What follows belongs to an exercise in optimizing a design on an open flow for small area and a short achievable clock period; a production flow would make more cautious choices. Function was checked by simulation only, so behaviour that the tests miss may differ from the original. No activity file was given, so power comes from the tool's default toggle rates.

==> design.v <==
`timescale 1ns/1ps
package rcu_cfg_pkg;
    localparam int arch_regs  = 32;
    localparam int phys_regs  = 32;
    localparam int preg_width = 5;
    localparam int rob_depth = 8;
    localparam int rob_width = 3;
    localparam int data_width = 64;
    localparam int pc_width   = 32;
    typedef logic [preg_width-1:0] preg_t;
    typedef logic [$clog2(arch_regs)-1:0] areg_t;
    typedef logic [rob_width-1:0] rob_line_t;
endpackage
`timescale 1ns/1ps
package rcu_op_pkg;
    typedef enum logic [1:0] {
        op_alu   = 2'd0,
        op_load  = 2'd1,
        op_store = 2'd2
    } op_kind_t;
endpackage
`timescale 1ns/1ps
import rcu_cfg_pkg::*;
import rcu_op_pkg::*;
module rcu (
    input  logic                  clk,
    input  logic                  reset,
    input  logic                  trap,
    input  logic                  dispatch_valid,
    input  rcu_op_pkg::op_kind_t              dispatch_kind,
    input  logic [pc_width-1:0]   dispatch_pc,
    input  rcu_cfg_pkg::areg_t                 dispatch_rs1,
    input  rcu_cfg_pkg::areg_t                 dispatch_rs2,
    input  rcu_cfg_pkg::areg_t                 dispatch_rd,
    input  logic                  dispatch_uses_rd,
    output logic                  dispatch_ready,
    output logic                  issue_valid,
    output rcu_op_pkg::op_kind_t              issue_kind,
    output rcu_cfg_pkg::rob_line_t             issue_rob_line,
    output rcu_cfg_pkg::preg_t                 issue_prd,
    output logic [data_width-1:0] issue_rs1_data,
    output logic [data_width-1:0] issue_rs2_data,
    input  logic                  fu_ready,
    input  logic                  wb_valid,
    input  rcu_cfg_pkg::rob_line_t             wb_rob_line,
    input  logic [data_width-1:0] wb_data,
    output logic                  commit_valid,
    output logic [pc_width-1:0]   commit_pc,
    output rcu_cfg_pkg::areg_t                 commit_rd,
    output rcu_cfg_pkg::preg_t                 commit_prd
);
    logic [31:1][63:0] rf;
    logic [31:1]       rdy;
    logic [31:1][4:0]  smap;
    logic [31:1][4:0]  cmap;
    logic [31:0][4:0]  fl;
    logic [5:0]        fl_rd;
    logic [5:0]        fl_cm;
    logic [5:0]        fl_wr;
    logic [7:0][1:0]   r_kind;
    logic [7:0][31:0]  r_pc;
    logic [7:0][4:0]   r_rd;
    logic [7:0][4:0]   r_prd;
    logic [7:0][4:0]   r_ps1;
    logic [7:0][4:0]   r_ps2;
    logic [7:0]        used;
    logic [7:0]        fin;
    logic [2:0]        tail;
    logic [2:0]        iss;
    logic [2:0]        cm;
    logic              dr_q;
    logic              h_v;
    logic              go_q;
    logic [1:0]        h_kind;
    logic [4:0]        h_prd;
    logic [31:0]       h_sel1;
    logic [31:0]       h_sel2;
    logic              c_v;
    logic [31:0]       c_pc;
    logic [4:0]        c_rd;
    logic [4:0]        c_prd;
    assign dispatch_ready = dr_q;
    assign issue_valid    = go_q & ~trap;
    assign issue_kind     = rcu_op_pkg::op_kind_t'(h_kind);
    assign issue_rob_line = iss;
    assign issue_prd      = h_prd;
    assign commit_valid   = c_v;
    assign commit_pc      = c_pc;
    assign commit_rd      = c_rd;
    assign commit_prd     = c_prd;
    always_comb begin
        issue_rs1_data = '0;
        issue_rs2_data = '0;
        for (int p = 1; p < 32; p++) begin
            issue_rs1_data = issue_rs1_data | ({64{h_sel1[p]}} & rf[p]);
            issue_rs2_data = issue_rs2_data | ({64{h_sel2[p]}} & rf[p]);
        end
    end
    logic [31:0][4:0] smap_x;
    logic [31:0][4:0] cmap_x;
    assign smap_x = {smap, 5'd0};
    assign cmap_x = {cmap, 5'd0};
    logic       fire;
    logic       needs;
    logic       alloc;
    logic [4:0] alloc_preg;
    logic [4:0] ren1;
    logic [4:0] ren2;
    logic       iss_fire;
    logic       commit;
    logic [4:0] old_preg;
    logic       free_en;
    logic       cm_alloc;
    logic [4:0] wb_prd;
    logic [31:1] wb_oh;
    logic [31:1] alloc_oh;
    assign fire       = dispatch_valid & dr_q & ~trap;
    assign needs      = dispatch_uses_rd & (dispatch_rd != 5'd0);
    assign alloc      = fire & needs;
    assign alloc_preg = fl[fl_rd[4:0]];
    assign ren1       = smap_x[dispatch_rs1];
    assign ren2       = smap_x[dispatch_rs2];
    assign iss_fire   = go_q & ~trap & fu_ready;
    assign commit     = c_v;
    assign old_preg   = cmap_x[c_rd];
    assign free_en    = commit & (old_preg != 5'd0);
    assign cm_alloc   = commit & (c_prd != 5'd0);
    assign wb_prd     = r_prd[wb_rob_line];
    always_comb begin
        for (int p = 1; p < 32; p++) begin
            wb_oh[p]    = wb_valid & (wb_prd == 5'(p));
            alloc_oh[p] = alloc & (alloc_preg == 5'(p));
        end
    end
    logic [2:0]  iss1;
    logic [2:0]  tail_n;
    logic [2:0]  iss_n;
    logic [2:0]  cm_n;
    logic [7:0]  used_n;
    logic [7:0]  fin_n;
    logic [5:0]  fl_rd_n;
    logic [5:0]  fl_cm_n;
    logic [5:0]  fl_wr_n;
    logic [31:0] rdy_n;
    assign iss1    = iss + 3'd1;
    assign tail_n  = tail + {2'd0, fire};
    assign iss_n   = trap ? tail : iss + {2'd0, iss_fire};
    assign cm_n    = trap ? tail : cm + {2'd0, commit};
    assign fl_cm_n = fl_cm + {5'd0, cm_alloc};
    assign fl_wr_n = fl_wr + {5'd0, free_en};
    assign fl_rd_n = trap ? fl_cm_n : fl_rd + {5'd0, alloc};
    always_comb begin
        used_n = used;
        fin_n  = fin;
        if (fire) used_n[tail] = 1'b1;
        if (wb_valid) fin_n[wb_rob_line] = 1'b1;
        if (commit) begin
            used_n[cm] = 1'b0;
            fin_n[cm]  = 1'b0;
        end
        if (trap) begin
            used_n = '0;
            fin_n  = '0;
        end
    end
    assign rdy_n = {(rdy & ~alloc_oh) | wb_oh, 1'b1};
    logic        nxt_rob;
    logic        ld;
    logic        ld_rob;
    logic        h_v_n;
    logic [1:0]  h_kind_n;
    logic [4:0]  h_prd_n;
    logic [31:0] h_sel1_n;
    logic [31:0] h_sel2_n;
    logic        go_n;
    logic [4:0]  ps1_new;
    logic [4:0]  ps2_new;
    assign nxt_rob = (iss1 != tail);
    assign ld      = iss_fire | (~h_v & fire);
    assign ld_rob  = iss_fire & nxt_rob;
    assign h_v_n   = ~trap & (iss_fire ? (nxt_rob | fire) : (h_v | fire));
    assign ps1_new = ld_rob ? r_ps1[iss1] : ren1;
    assign ps2_new = ld_rob ? r_ps2[iss1] : ren2;
    always_comb begin
        if (ld) begin
            h_kind_n = ld_rob ? r_kind[iss1] : dispatch_kind;
            h_prd_n  = ld_rob ? r_prd[iss1] : (needs ? alloc_preg : 5'd0);
            for (int p = 0; p < 32; p++) begin
                h_sel1_n[p] = (ps1_new == 5'(p));
                h_sel2_n[p] = (ps2_new == 5'(p));
            end
        end else begin
            h_kind_n = h_kind;
            h_prd_n  = h_prd;
            h_sel1_n = h_sel1;
            h_sel2_n = h_sel2;
        end
    end
    assign go_n = h_v_n & (|(h_sel1_n & rdy_n)) & (|(h_sel2_n & rdy_n))
                  & ((h_kind_n != 2'd2) | (iss_n == cm_n));
    always_ff @(posedge clk) begin
        if (reset) begin
            used  <= '0;
            fin   <= '0;
            tail  <= '0;
            iss   <= '0;
            cm    <= '0;
            h_v   <= 1'b0;
            go_q  <= 1'b0;
            c_v   <= 1'b0;
            dr_q  <= 1'b1;
            fl_rd <= '0;
            fl_cm <= '0;
            fl_wr <= 6'd31;
            rdy   <= '1;
        end else begin
            used  <= used_n;
            fin   <= fin_n;
            tail  <= tail_n;
            iss   <= iss_n;
            cm    <= cm_n;
            h_v   <= h_v_n;
            go_q  <= go_n;
            c_v   <= used_n[cm_n] & fin_n[cm_n];
            dr_q  <= ~used_n[tail_n] & (fl_rd_n != fl_wr_n);
            fl_rd <= fl_rd_n;
            fl_cm <= fl_cm_n;
            fl_wr <= fl_wr_n;
            rdy   <= rdy_n[31:1];
        end
    end
    always_ff @(posedge clk) begin
        h_kind <= h_kind_n;
        h_prd  <= h_prd_n;
        h_sel1 <= h_sel1_n;
        h_sel2 <= h_sel2_n;
        c_pc   <= r_pc[cm_n];
        c_rd   <= r_rd[cm_n];
        c_prd  <= r_prd[cm_n];
    end
    always_ff @(posedge clk) begin
        if (fire) begin
            r_kind[tail] <= dispatch_kind;
            r_pc[tail]   <= dispatch_pc;
            r_rd[tail]   <= needs ? dispatch_rd : 5'd0;
            r_prd[tail]  <= needs ? alloc_preg : 5'd0;
            r_ps1[tail]  <= ren1;
            r_ps2[tail]  <= ren2;
        end
    end
    always_ff @(posedge clk) begin
        if (reset) begin
            for (int i = 0; i < 31; i++) fl[i] <= 5'(i + 1);
        end else if (free_en) begin
            fl[fl_wr[4:0]] <= old_preg;
        end
    end
    always_ff @(posedge clk) begin
        if (reset) begin
            smap <= '0;
            cmap <= '0;
        end else begin
            for (int i = 1; i < 32; i++) begin
                if (commit && c_rd == 5'(i)) cmap[i] <= c_prd;
                if (trap) begin
                    smap[i] <= (commit && c_rd == 5'(i)) ? c_prd : cmap[i];
                end else if (alloc && dispatch_rd == 5'(i)) begin
                    smap[i] <= alloc_preg;
                end
            end
        end
    end
    always_ff @(posedge clk) begin
        for (int p = 1; p < 32; p++) begin
            if (wb_oh[p]) rf[p] <= wb_data;
        end
    end
endmodule
==> run.sh <==
#!/bin/bash
# synth_recipe.tcl (not shown) runs the flow's synth.tcl, then flattens the netlist and writes it again
# the make line also repeats each setting of config.mk as NAME=value (left out here)
make -C /OpenROAD-flow-scripts/flow DESIGN_CONFIG=/design/flow/config.mk WORK_HOME=/design/flow/orfs CLKGATE_MAP_FILE= SYNTH_SCRIPT=/design/flow/synth_recipe.tcl finish
==> config.mk <==
export PLATFORM = sky130hd
export DESIGN_NAME = rcu
export DESIGN_NICKNAME = rcu
export VERILOG_FILES = /design/flow/design.v
export SDC_FILE = /design/flow/constraint.sdc
export NUM_CORES = 4
export LEC_CHECK = 0
export CAP_MARGIN = 20
export CORE_MARGIN = 2
export CORE_UTILIZATION = 30
export SLEW_MARGIN = 20
==> constraint.sdc <==
create_clock -name core_clock -period 6.5 [get_ports {clk}]
set_input_delay 1.3000 -clock core_clock [delete_from_list [all_inputs] [get_ports {clk}]]
set_output_delay 1.3000 -clock core_clock [all_outputs]
set_load 0.01 [all_outputs]
==> impl_metrics.yaml <==
critical_path:
  critPathKind: "reg2out"
  cp_num_buf_inv: 2
  end_kind: "output pin"
  r2r-end: "dr_q"
  r2r_cells: 13
  crit_start: "h_sel1[25]"
  cp.arrival_ns: 4.31
  crit_fanout: 35
  reg2reg_slack_ns: 1.35
  cp-start-kind: "flip-flop"
  r2r_start: "c_rd[0]"
  crit_chain: "buf_4 > a22o_1 > a221oi_1 > nand3_1 > or4_1 > clkdlybuf4s50_1"
  cp.required_ns: 5.20
  crit_path_max_incr_delay_ns: 0.81
  crit_slowest_cell: "or4_1"
  cp_top_family: "buffers and inverters"
timing:
  rsz0062_at_grt: "false"
  period_share: 0.863
  worst_slack_ns: 0.888
  slew_headroom: 0.0993
  max_clock_freq_mhz: 178
  fin_skew_ns: 0.114
  worstMarginPinSlew_ns: 1.35
  fin_hold_ws_ns: 0.459
  slew_viol_final: 0
  hold_viol: 0
  setup_viol: 0
  fin_crit_ns: 5.61
placed_design:
  dp_hpwl_mm: 317
  placed_area_um2: 144000
  post-place-cells: 15500
  pre_cts_ws_ns: 0.746
  portBuffers: 305
  place_congestion: 0.935
route:
  final_antenna_net_count: 0
  wl_mm: 594
  wl_per_cell_um: 36.8
  via_per_inst: 6.59
  drc: 0
  drtPass1Iterations: 13
  drt_iter0_drc: 24000
  num_vias: 106000
die:
  core_um2: 442000
  dieArea_um2: 450000
  die_x_um: 671
  rows: 244
  start_util: 0.301
  die_h_um: 671
  pin_count: 306
finish:
  fillers: 42600
  final_common_cell: "edfxtp_1"
  post-route-cell-area_um2: 155000
  layout-area-overhead-vs-synth_pct: 16.4
  layout.nets: 10100
  drive_gt1_frac: 0.127
  layout_common_cells: "2426 x edfxtp_1, 1369 x a22oi_1, 584 x dfxtp_1, 497 x nor2_1, 484 x nand2_1"
  final_cells: 16100
  finalCoreUtilization: 0.351
synth:
  avgSynthCellArea_um2: 13.5
  async_reset_ff_frac: 0
  synth_area_leader_cell: "edfxtp_1"
  synth-seq-cells: 3077
  synth_top_area_share: 0.547
  synth_seq_area_share: 0.644
  synth_area_leaders: "edfxtp_1 55%, dfxtp_1 9.8%, a22oi_1 7.7%"
  synthCells: 9853
  synth_nets: 10000
  synth.distinct_cells: 76
  ys_warn_count: 1
  ys.flop_type: "edfxtp_1"
  synth_edf_count: 2426
  syn_area_um2: 133000
clocking:
  clk_path_buf_depth: 4
  cts_buffers: 322
  clock_latency_ns: 0.99
  ctsHoldBuffers: 0
  cts_resized: 0
  clock_sink_count: 3077
  postCtsSetupBuffers: 0
  path_clk_slew_ns: 0.07
  htreeDepth: 5
  cts_root_buffer: "clkbuf_16"
  cts_tree: "done"
job:
  cap_viol_max_count: 0
status:
  status: "finished clean"
global_route:
  grt_pass1_wl_mm: 808
  grt_use_total: 0.251
  grt_max_degree: 178
  overflow: 0
  grt_pass1_vias: 99800
  antenna_found_initial: 60
min_path:
  min_from: "fl[121]"
  hold_path_depth: 2
  min_to: "fl[121]"
  hp-class: "reg2reg"
power:
  powerDensity_nw_per_um2: 311
  ir_drop_uv: 209
  leakage_nw: 50.3
-- worst min-delay path: cells and delay by family, from the launching register on --
family	cells	cell delay, ns
flops	1	0.30
simple gates	1	0.05
compound gates	1	0.06
-- power breakdown --
part / leakage, nW / switching [mW] / internal [mW]
Sequential: 27.4 / 0.841 / 21.7
Clock: 5.26 / 8.24 / 11.1
Combinational: 17.7 / 4.10 / 2.27
Total: 50.3 / 13.2 / 35.0
-- synthesized netlist by cell type, types with 31 or more instances --
library cell	count
o41ai_1	64
nor2_1	531
mux2_2	78
mux2i_1	309
or4_1	129
clkbuf_1	617
a221oi_1	265
mux4_2	243
a22o_1	435
a211o_1	32
buf_2	38
dfxtp_1	651
a211oi_1	159
or2_2	34
a22oi_1	1369
nand4_1	143
ha_1	32
nand2b_1	73
edfxtp_1	2426
a221o_1	38
a31oi_1	33
o21ai_0	280
nand3_1	437
and2_1	31
a222oi_1	129
nor3_1	36
buf_1	166
nand2_1	495
a21oi_1	212
nor2b_1	95
-- area by class of cell --
cell class	count	area [um^2]	area share
Antenna cell	46	115	0.000742
Clock buffer	394	8660	0.0559
Clock inverter	189	2140	0.0138
Inverter	28	109	0.000702
Multi-Input combinational cell	5906	44600	0.288
Sequential cell	3077	86100	0.555
Tap cell	5904	7390	0.0476
Timing Repair Buffer	580	5940	0.0383
-- stage by stage --
step / total power [mW] / TNS [ns]
6_report: 48.2 / 0
5_1_grt: 49.1 / 0
4_1_cts: 48.0 / 0
3_5_place_dp: 29.0 / 0
3_3_place_gp: 29.0 / 0
2_1_floorplan: 25.2 / -1304.67
-- flip-flops by register name (all words and copies together), names as in the netlist, 40 cells and up --
signal  cells
r_rd       40
rf       1984
r_prd      40
cmap      155
fl        160
r_pc      256
r_ps1      40
r_ps2      40
smap      155
-- how the worst max path moves through the flow --
stage,depth (start not counted),slack (ns),to
after floorplan,13,-3.96,dr_q
after global placement,13,0.53,go_q
after detailed placement,12,0.75,go_q
after CTS,5,1.08,issue_rs2_data[56]
after global routing,6,1.02,issue_rs1_data[9]
final,6,0.89,issue_rs1_data[0]
-- logic make-up (layout without fill, tap and decap cells) --
| logic type | after synthesis | count (layout) | share of synthesized area |
|---|---|---|---|
| compound gates | 3109 | 3109 | 0.177 |
| flops | 3077 | 3077 | 0.644 |
| simple gates | 2097 | 2097 | 0.0770 |
| buf+inv | 870 | 1191 | 0.0256 |
| mux | 630 | 630 | 0.0709 |
| xor+xnor | 38 | 38 | 0.00260 |
| fa+ha+maj | 32 | 32 | 0.00300 |
| other cells | 0 | 46 | 0 |
-- routing by layer --
layer	share of wire	track usage
met1	0.35	0.315
met2	0.42	0.371
met3	0.16	0.0866
met4	0.076	0.153
met5	0.00042	0.00159

==> what the ideal ports hide <==
How much do the figures lean on ideal ports? The routed layout below was timed once more, with nothing changed but the port constraints.
Step 1, drivers: a clkbuf_16 drives clk and a buf_2 each remaining input, both assumed.
Step 2, shift: input delay + t, output delay - t, t = (earliest + latest rising clock arrival at the registers) / 2. This alone moves slack from input paths to output paths.
Slacks: no drivers / after step 1 / after step 2; pairs: no drivers / after step 1.
t, ns: 1.029
slack for setup (ns): 0.888 / 0.785 / 0.568
worst hold slack (ns): 0.459 / 0.459 / 0.459
worst data-port slew with drivers (ns): 0.29
pins driven straight from the clock port: 1
After both steps setup and hold are still met in this run. The setup slack of this run moves by -0.103 ns with the drivers and by -0.320 ns with both steps.
